Context: an optimization exercise on an open-source flow, tuned for small area, a short achievable clock period and few clock cycles per item. The choices shown serve that exercise and are no tape-out recipe.
At most, simulation tests tie the RTL to the original design; equivalence was not proved.

==> inputs of run X <==
==> flow/design.v (excerpt) <==
module peTop (
	input wire clk,
	input wire rstN,
	input wire cmdValid,
	input wire [2:0] cmdOp,
	input wire [16-1:0] cmdData,
	output logic cmdReady,
	output logic outValid,
	output logic [16-1:0] outData,
	input wire outReady
);
	localparam logic [2:0] MA = 3'd0;
	localparam logic [2:0] MAB = 3'd1;
	localparam logic [2:0] BIAS = 3'd2;
	localparam logic [2:0] ACT = 3'd3;
	localparam logic [2:0] ACTCLR = 3'd4;
	localparam logic [2:0] LOAD = 3'd5;
	logic stall;
	logic v1;
	logic [2:0] op1;
	logic [15:0] d1;
	logic [15:0] wmem [16];
	logic [3:0] wRd;
	logic [3:0] wWr;
	logic wFull;
	logic [15:0] bmem [8];
	logic [2:0] bRd;
	logic [2:0] bWr;
	logic [3:0] bCnt;
	logic headIsR;
	logic rValid;
	logic [7:0] rQ;
	logic rNeg;
	logic act2;
	logic clr2;
	logic [15:0] a2;
	logic [7:0] bNeg2;
	logic [7:0] bOne2;
	logic [7:0] bTwo2;
	logic act3;
	logic clr3;
	logic [31:0] row0;
	logic [31:0] row1;
	logic [31:0] row2;
	logic [31:0] accS;
	logic [31:0] accC;
	logic accZ;
	logic outVal;
	logic outValidQ;
	assign outValid = outValidQ;
	logic [15:0] outQ;
	assign outData = outQ;
	logic busy;
	logic [3:0] cnt;
	logic dNeg;
	logic dClr;
	logic [15:0] rem;
	logic [15:0] dvs;
	logic [7:0] quo;
	wire go1 = v1 && !stall;
	wire isMA1 = (op1 == MA);
  ...
clock: 9.0 ns
lec_check: 0
cap_margin: 20
core_margin: 2
core_utilization: 40
cts_cluster_diameter: 80
cts_cluster_size: 25
slew_margin: 20
synth_hierarchical: 1
standard.sh (not shown) runs the stock make flow with config.mk's settings and CLKGATE_MAP_FILE= SYNTH_SCRIPT=/design/flow/synth_recipe.tcl, a recipe that flattens the netlist after the stock synthesis.
==> flow/flow/run.sh <==
#!/bin/bash
set -euo pipefail
MARGIN=$(cat flow/margin.txt)
bash standard.sh synth > synth.log 2>&1
bash standard.sh SETUP_SLACK_MARGIN="$MARGIN" finish > layout.log 2>&1
==> flow/flow/margin.txt <==
6.0
==> inputs of run B, as changes to run X <==
--- a/flow/design.v
+++ b/flow/design.v
@@ -67,18 +67,19 @@
 	logic [31:0] row1;
 	logic [31:0] row2;
 	logic [31:0] accS;
 	logic [31:0] accC;
 	logic accZ;
 	logic outVal;
 	logic outValidQ;
 	assign outValid = outValidQ;
-	logic [15:0] outQ;
-	assign outData = outQ;
+	logic [7:0] outLo;
+	logic outHi;
+	assign outData = {{8{outHi}}, outLo};
 	logic busy;
 	logic [3:0] cnt;
 	logic dNeg;
 	logic dClr;
 	logic [15:0] rem;
 	logic [15:0] dvs;
 	logic [7:0] quo;
 	wire go1 = v1 && !stall;
@@ -777,19 +778,17 @@
 	wire [17:0] trial = {1'b0, rem, 1'b0} - {2'b0, dvs};
 	wire qBit = !trial[17];
 	wire [7:0] quoStep = {quo[6:0], qBit};
 	wire [7:0] quoNeg = -quo;
 	wire [6:0] negQ = -quo[6:0];
 	wire [7:0] yLoWait = dNeg ? quoNeg : quo;
 	wire [7:0] yLoStep = !dNeg ? quoStep : (qBit ? {~quo[6:0], 1'b1} : {negQ, 1'b0});
 	wire [7:0] yLo = waitOut ? yLoWait : yLoStep;
-	wire [15:0] yWait = dNeg ? -{8'd0, quo} : {8'd0, quo};
-	wire [15:0] yStep = dNeg ? -{8'd0, quoStep} : {8'd0, quoStep};
-	wire [7:0] yHi = waitOut ? yWait[15:8] : yStep[15:8];
+	wire yHi = dNeg && (waitOut ? (|quo) : ((|quo[6:0]) || qBit));
 	always_ff @(posedge clk)
 	begin
 		if (act3)
 			capClr <= clr3;
 		if (capNow)
 			rem <= acc[15:0];
 		else if (cnt == 4'd0)
 			rem <= xSat ^ {16{xNeg}};
@@ -813,17 +812,18 @@
 			quo <= quoStep;
 		if (rDone)
 		begin
 			rQ <= quoStep;
 			rNeg <= dNeg;
 		end
 		if (divFinish)
 		begin
-			outQ <= {yHi, yLo};
+			outLo <= yLo;
+			outHi <= yHi;
 		end
 	end
 	always_ff @(posedge clk or negedge rstN)
 	begin
 		if (!rstN)
 		begin
 			busy <= 1'b0;
 			cnt <= '0;
==> flow/flow/margin.txt (replaced) <==
5.8
==> flow/config.mk (replaced) <==
export PLATFORM = sky130hd
export DESIGN_NAME = peTop
export DESIGN_NICKNAME = peTop
export VERILOG_FILES = /design/flow/design.v
export SDC_FILE = /design/flow/constraint.sdc
export NUM_CORES = 4
export LEC_CHECK = 0
export CAP_MARGIN = 20
export CORE_MARGIN = 2
export CORE_UTILIZATION = 40
export SLEW_MARGIN = 20
export SYNTH_HIERARCHICAL = 1
==> inputs of run F, as changes to run X <==
==> flow/flow/margin.txt (replaced) <==
5.8
==> summary.txt <==
| metric | run X | run B | run F |
|---|---|---|---|
| Run status | no timing/DRC/antenna violations | no timing/DRC/antenna violations | no timing/DRC/antenna violations |
| Period utilisation layout | 33.7% | 36.6% | 35.0% |
| All-layer global routing usage | 18.8% | 18.7% | 18.6% |
| Worst skew pair latency | 0.61 ns | 0.65 ns | 0.61 ns |
| Vias post-DR | 20100 | 20500 | 20000 |
| End point of the critical path | cmdReady | outData[15] | outQ[1] |
| Largest fanout on the critical path | 1 | 6 | 25 |
| Worst hold-check slack | 0.362 ns | 0.362 ns | 0.354 ns |
| Met3 track utilization from global routing | 2.10% | 2.85% | 2.12% |
| Largest stage delay on the critical path | 0.54 ns | 0.48 ns | 0.45 ns |
| Launching instance or port of the critical path | rdyQ | outHi | dvs[10] |
| Average footprint of a synthesized cell | 13.8 sq um | 13.7 sq um | 13.8 sq um |
| Number of placed instances, taps included | 3520 | 3533 | 3528 |
No run of this note included a check of the RTL's function; only the layout flow was run.

==> ember <==
peTop, a different RTL version from the one above (not shown whole).
export LEC_CHECK = 0
export CAP_MARGIN = 20
export CORE_MARGIN = 2
export CORE_UTILIZATION = 40
export SLEW_MARGIN = 20
create_clock -name core_clock -period 9.0 [get_ports {clk}]
==> flow/flow/margin.txt <==
6.0
Scripts as last shown in full above: flow/flow/run.sh
==> inputs of amber, as changes to ember <==
--- a/flow/design.v
+++ b/flow/design.v
@@ -557,19 +557,23 @@
 	logic [7:0] bOne2;
 	logic [7:0] bTwo2;
 	logic act3;
 	logic clr3;
 	logic [31:0] row0;
 	logic [31:0] row1;
 	logic [31:0] accS;
 	logic [31:0] accC;
+	logic accZ;
 	logic outVal;
 	logic outValidQ;
 	assign outValid = outValidQ;
+	logic [7:0] outLo;
+	logic outHi;
+	assign outData = {{8{outHi}}, outLo};
 	logic busy;
 	logic [3:0] cnt;
 	logic dNeg;
 	logic dClr;
 	logic [15:0] rem;
 	logic [15:0] dvs;
 	logic [7:0] quo;
 	wire go1 = v1 && !stall;
@@ -621,17 +625,17 @@
 	end
 	wire outFree = !outVal || outReady;
 	wire lastStep = busy && (cnt == 4'd8);
 	wire waitOut = busy && (cnt == 4'd9);
 	wire divFinish = waitOut && outFree;
 	logic capPend;
 	logic capClr;
 	wire capReq = act3 || capPend;
-	wire capNow = capReq && (!busy || divFinish);
+	wire capNow = capReq && (!busy || (waitOut && !outVal));
 	wire capPendN = capReq && !capNow;
 	logic busyN;
 	logic [3:0] cntN;
 	always_comb
 	begin
 		busyN = busy;
 		cntN = cnt;
 		if (capNow)
@@ -732,93 +736,97 @@
 	boothRows mulU (
 		.a(a2), .bNeg(bNeg2), .bOne(bOne2), .bTwo(bTwo2),
 		.row0(prodRow0), .row1(prodRow1)
 	);
 	wire [31:0] accSNext;
 	wire [31:0] accCNext;
 	csaAcc accU (
 		.row0(row0), .row1(row1),
-		.sIn(capNow ? 32'd0 : accS), .cIn(capNow ? 32'd0 : accC),
+		.sIn((capNow || accZ) ? 32'd0 : accS), .cIn((capNow || accZ) ? 32'd0 : accC),
 		.sOut(accSNext), .cOut(accCNext)
 	);
 	always_ff @(posedge clk)
 	begin
+		accS <= accSNext;
+		accC <= accCNext;
 		bNeg2 <= bNeg;
 		bOne2 <= bOne;
 		bTwo2 <= bTwo;
 		row0 <= prodRow0;
 		row1 <= prodRow1;
 	end
 	always_ff @(posedge clk or negedge rstN)
 	begin
 		if (!rstN)
 		begin
 			act2 <= 1'b0;
 			clr2 <= 1'b0;
 			act3 <= 1'b0;
 			clr3 <= 1'b0;
 			a2 <= '0;
-			accS <= '0;
-			accC <= '0;
+			accZ <= 1'b1;
 			capPend <= 1'b0;
 		end
 		else
 		begin
 			act2 <= act2N;
 			clr2 <= isCLR1;
 			act3 <= act2;
 			clr3 <= clr2;
 			a2 <= opA;
-			accS <= accSNext;
-			accC <= accCNext;
+			accZ <= 1'b0;
 			capPend <= capPendN;
 		end
 	end
 	wire [31:0] acc = accS + accC;
 	wire ovf = !((&dvs[15:7]) || !(|dvs[15:7]));
 	wire [15:0] xSat = ovf ? (dvs[15] ? 16'h8000 : 16'h7fff) : {dvs[7:0], rem[15:8]};
-	wire [15:0] mag = dNeg ? -rem : rem;
-	wire q7 = |mag[15:8];
+	wire xNeg = xSat[15];
+	wire q7 = xNeg ? (!(&xSat[15:8]) || (xSat[7:0] == 8'd0)) : (|xSat[15:8]);
+	wire [15:0] mag = rem + {15'd0, dNeg};
 	wire [17:0] trial = {1'b0, rem, 1'b0} - {2'b0, dvs};
 	wire qBit = !trial[17];
 	wire [7:0] quoStep = {quo[6:0], qBit};
 	wire [15:0] yFin = dNeg ? -{8'd0, quo} : {8'd0, quo};
 	always_ff @(posedge clk)
 	begin
 		if (act3)
 			capClr <= clr3;
 		if (capNow)
 		begin
 			{dvs, rem} <= acc;
 			dClr <= act3 ? clr3 : capClr;
 		end
 		else if (busy && (cnt == 4'd0))
 		begin
-			rem <= xSat;
-			dNeg <= xSat[15];
+			rem <= xSat ^ {16{xNeg}};
+			dNeg <= xNeg;
+			quo <= {7'd0, q7};
 		end
 		else if (busy && (cnt == 4'd1))
 		begin
-			rem <= q7 ? {mag[15:8] - 8'd1, mag[7:0]} : {mag[14:0], 1'b0};
+			rem <= quo[0] ? {mag[15:8] - 8'd1, mag[7:0]} : {mag[14:0], 1'b0};
 			dvs <= mag + 16'd256;
-			quo <= {7'd0, q7};
 		end
 		else if (busy && !waitOut)
 		begin
 			rem <= qBit ? trial[15:0] : {rem[14:0], 1'b0};
 			quo <= quoStep;
 		end
 		if (rDone)
 		begin
 			rQ <= quoStep;
 			rNeg <= dNeg;
 		end
 		if (divFinish)
-			outData <= yFin;
+		begin
+			outLo <= yFin[7:0];
+			outHi <= yFin[15];
+		end
 	end
 	always_ff @(posedge clk or negedge rstN)
 	begin
 		if (!rstN)
 		begin
 			busy <= 1'b0;
 			cnt <= '0;
 			outVal <= 1'b0;
==> flow/flow/margin.txt (replaced) <==
5.8
==> comparison table <==
| metric | amber | ember |
|---|---|---|
| FF-to-FF End | accU.row1[17] | rem[2] |
| Number of cells in the finished layout apart from fillers | 3828 | 3788 |
| Maximum number of pins on one net before global-route repair | 69 | 72 |
| Proportion of synthesized area in mux cells | 8.67% | 8.67% |
| Die X-Extent | 295 microns | 295 microns |
| Routed wire per std cell | 21.5 microns | 22.2 microns |
| Number of enable flip-flop cells after synthesis | 460 | 466 |
| Register-to-Register Path Depth | 9 | 11 |
| Outcome | finished clean | finished clean |
| Asr flop ratio synth | 7.82% | 17.2% |
| Die Footprint | 87200 sq um | 87200 sq um |
| Arrival time of the worst setup path | 1.42 ns | 3.73 ns |
| Share of cells above drive strength 1 | 15.9% | 26.5% |
| Wire length on met3 | 4140 microns | 4350 microns |
| Slowest Stage Delay on Critical Path | 0.41 ns | 0.58 ns |
| Post-CTS Setup Bufs | 17 | 91 |
| Area share of xor/xnor cells in the synthesized design | 5.93% | 6.19% |
| Compound-cell area share of the yosys netlist | 8.29% | 8.41% |
| Area fraction of clock buffers and clock inverters | 6.21% | 6.29% |
| Syn_area_per_cell | 13.1 sq um | 13.8 sq um |
No functional check of the RTL was part of any run of this note.

==> branch xenon: inputs <==
peTop, a different RTL version from the one above (not shown whole).
==> flow/config.mk <==
export PLATFORM = sky130hd
export DESIGN_NAME = peTop
export DESIGN_NICKNAME = peTop
export VERILOG_FILES = /design/flow/design.v
export SDC_FILE = /design/flow/constraint.sdc
export NUM_CORES = 4
export LEC_CHECK = 0
export CAP_MARGIN = 20
export CORE_MARGIN = 2
export CORE_UTILIZATION = 40
export CTS_BUF_LIST = sky130_fd_sc_hd__clkbuf_4 sky130_fd_sc_hd__clkbuf_8
export SLEW_MARGIN = 20
==> flow/constraint.sdc <==
create_clock -name core_clock -period 9.0 [get_ports {clk}]
set_input_delay 1.8000 -clock core_clock [delete_from_list [all_inputs] [get_ports {clk}]]
set_output_delay 1.8000 -clock core_clock [all_outputs]
set_load 0.01 [all_outputs]
==> flow/flow/margin.txt <==
5.8
Scripts as last shown in full above: flow/flow/run.sh
==> branch umber: changes against branch xenon <==
--- a/flow/design.v
+++ b/flow/design.v
@@ -636,15 +636,15 @@
 			bmem[bWr] <= d1;
 	end
 	wire outFree = !outVal || outReady;
 	wire lastStep = busy && (cnt == 4'd8);
 	wire waitOut = busy && (cnt == 4'd9);
-	wire divFinish = waitOut && outFree;
+	wire divFinish = (lastStep || waitOut) && outFree;
 	logic capPend;
 	logic capClr;
 	wire capReq = act3 || capPend;
-	wire capNow = capReq && (!busy || (waitOut && !outVal));
+	wire capNow = capReq && (!busy || ((lastStep || waitOut) && !outVal));
 	wire capPendN = capReq && !capNow;
 	logic busyN;
 	logic [3:0] cntN;
 	always_comb
 	begin
@@ -667,11 +667,11 @@
 	wire rDone = lastStep && dClr;
 	wire headIsRN = bFlush ? 1'b1 : (bPop ? 1'b0 : headIsR);
 	wire rValidN = bFlush ? 1'b0 : (rDone ? 1'b1 : rValid);
 	wire act2N = go1 && isAct1;
 	wire sumWaitN = capPendN || act2N || act2;
-	wire divSoonN = !busyN || (((cntN == 4'd7) || (cntN == 4'd8) || (cntN == 4'd9)) && !outValidN);
+	wire divSoonN = !busyN || (((cntN == 4'd6) || (cntN == 4'd7) || (cntN == 4'd8) || (cntN == 4'd9)) && !outValidN);
 	wire actOkN = !sumWaitN;
 	wire macOkN = !sumWaitN || divSoonN;
 	wire pendRN = headIsRN && !rValidN;
 	wire acceptNow = cmdValid && !stall;
 	wire v1N = stall ? v1 : acceptNow;
@@ -798,45 +798,51 @@
 	wire q7 = xNeg ? (!(&xSat[15:8]) || (xSat[7:0] == 8'd0)) : (|xSat[15:8]);
 	wire [15:0] mag = rem + {15'd0, dNeg};
 	wire [17:0] trial = {1'b0, rem, 1'b0} - {2'b0, dvs};
 	wire qBit = !trial[17];
 	wire [7:0] quoStep = {quo[6:0], qBit};
-	wire [15:0] yFin = dNeg ? -{8'd0, quo} : {8'd0, quo};
+	wire [7:0] quoNeg = -quo;
+	wire [6:0] negQ = -quo[6:0];
+	wire [7:0] yLoWait = dNeg ? quoNeg : quo;
+	wire [7:0] yLoStep = !dNeg ? quoStep : (qBit ? {~quo[6:0], 1'b1} : {negQ, 1'b0});
+	wire [7:0] yLo = waitOut ? yLoWait : yLoStep;
+	wire yHi = dNeg && (waitOut ? (|quo) : ((|quo[6:0]) || qBit));
 	always_ff @(posedge clk)
 	begin
 		if (act3)
 			capClr <= clr3;
 		if (capNow)
+			rem <= acc[15:0];
+		else if (cnt == 4'd0)
+			rem <= xSat ^ {16{xNeg}};
+		else if (cnt == 4'd1)
+			rem <= quo[0] ? {mag[15:8] - 8'd1, mag[7:0]} : {mag[14:0], 1'b0};
+		else
+			rem <= qBit ? trial[15:0] : {rem[14:0], 1'b0};
+		if (capNow)
 		begin
-			{dvs, rem} <= acc;
+			dvs <= acc[31:16];
 			dClr <= act3 ? clr3 : capClr;
 		end
 		else if (busy && (cnt == 4'd0))
 		begin
-			rem <= xSat ^ {16{xNeg}};
 			dNeg <= xNeg;
 			quo <= {7'd0, q7};
 		end
 		else if (busy && (cnt == 4'd1))
-		begin
-			rem <= quo[0] ? {mag[15:8] - 8'd1, mag[7:0]} : {mag[14:0], 1'b0};
 			dvs <= mag + 16'd256;
-		end
 		else if (busy && !waitOut)
-		begin
-			rem <= qBit ? trial[15:0] : {rem[14:0], 1'b0};
 			quo <= quoStep;
-		end
 		if (rDone)
 		begin
 			rQ <= quoStep;
 			rNeg <= dNeg;
 		end
 		if (divFinish)
 		begin
-			outLo <= yFin[7:0];
-			outHi <= yFin[15];
+			outLo <= yLo;
+			outHi <= yHi;
 		end
 	end
 	always_ff @(posedge clk or negedge rstN)
 	begin
 		if (!rstN)
--- a/flow/config.mk
+++ b/flow/config.mk
@@ -6,7 +6,6 @@
 export NUM_CORES = 4
 export LEC_CHECK = 0
 export CAP_MARGIN = 20
 export CORE_MARGIN = 2
 export CORE_UTILIZATION = 40
-export CTS_BUF_LIST = sky130_fd_sc_hd__clkbuf_4 sky130_fd_sc_hd__clkbuf_8
 export SLEW_MARGIN = 20
==> summary of the runs <==
- Core utilization is about the same in branch xenon and branch umber.
- Between branch umber and branch xenon, the lower cell area is in branch xenon (gap about 1.7%, measured against branch xenon).
- Against branch umber, the die area of branch xenon is lower by 1.2%.
- In branch umber the clock skew is lower than in branch xenon, by 19 ps.
- Area after synthesis: branch umber is larger than branch xenon (about 1.2%).
==> figures <==
item                                                   branch xenon  branch umber
Result of the run                  no timing/DRC/antenna violations  no timing/DRC/antenna violations
GR Util met3                                                 0.0305        0.0324
Worst reg2reg startpoint                                     rem[1]        cnt[1]
Worst max-slew margin expressed relative to the limit         0.238         0.295
Max frequency                                               303 MHz       306 MHz
Setup bufs post-CTS                                               7            13
Global Route met2 Usage                                       0.319         0.305
Via count of the first global-routing pass                   21,500        22,200
Capturing element of the worst setup path                outData[9]   outData[11]
Compound-Gate Fraction of Synth Area                         0.0830        0.0937
Die outline height                                      297 microns   299 microns
Testbench counts of branch xenon, summed over its fixed seeds: cycles 7,708, results 384.
Function not checked in branch umber: the RTL went through the layout flow alone.

-- what the ideal ports hide --
In the flow no input, the clock included, has a driving cell. The finished layouts below were timed again as built, in two steps. Step 1, drivers: a clkbuf_16 drives clk and a buf_2 each remaining input, both assumed. Step 2 also shifts input and output timing later by t, the mid clock arrival at the registers, as if the neighbouring blocks saw the same clock. Three values: no drivers, after step 1, after step 2; two values: the first two.
run	t (ns)	setup WS [ns]	hold WS [ns]	worst register clock-pin slew, ns
run X	0.660	5.964 / 5.902 / 5.485	0.362 / 0.362 / 0.362	0.10 / 0.10
run B	0.684	5.706 / 5.645 / 5.395	0.362 / 0.362 / 0.362	0.07 / 0.07
run F	0.655	5.854 / 5.809 / 5.547	0.354 / 0.354 / 0.354	0.10 / 0.10
ember	0.683	5.623 / 5.623 / 5.120	0.352 / 0.352 / 0.352	0.06 / 0.06
amber	0.689	5.781 / 5.718 / 5.324	0.378 / 0.378 / 0.378	0.06 / 0.06
branch xenon	0.785	5.701 / 5.644 / 5.405	0.380 / 0.380 / 0.380	0.07 / 0.07
branch umber	0.679	5.733 / 5.670 / 5.386	0.366 / 0.366 / 0.366	0.06 / 0.06
After both steps every run listed still meets setup and hold. The setup slack of ember, which loses most, moves by 0.000 ns with the drivers and by -0.503 ns with both steps.
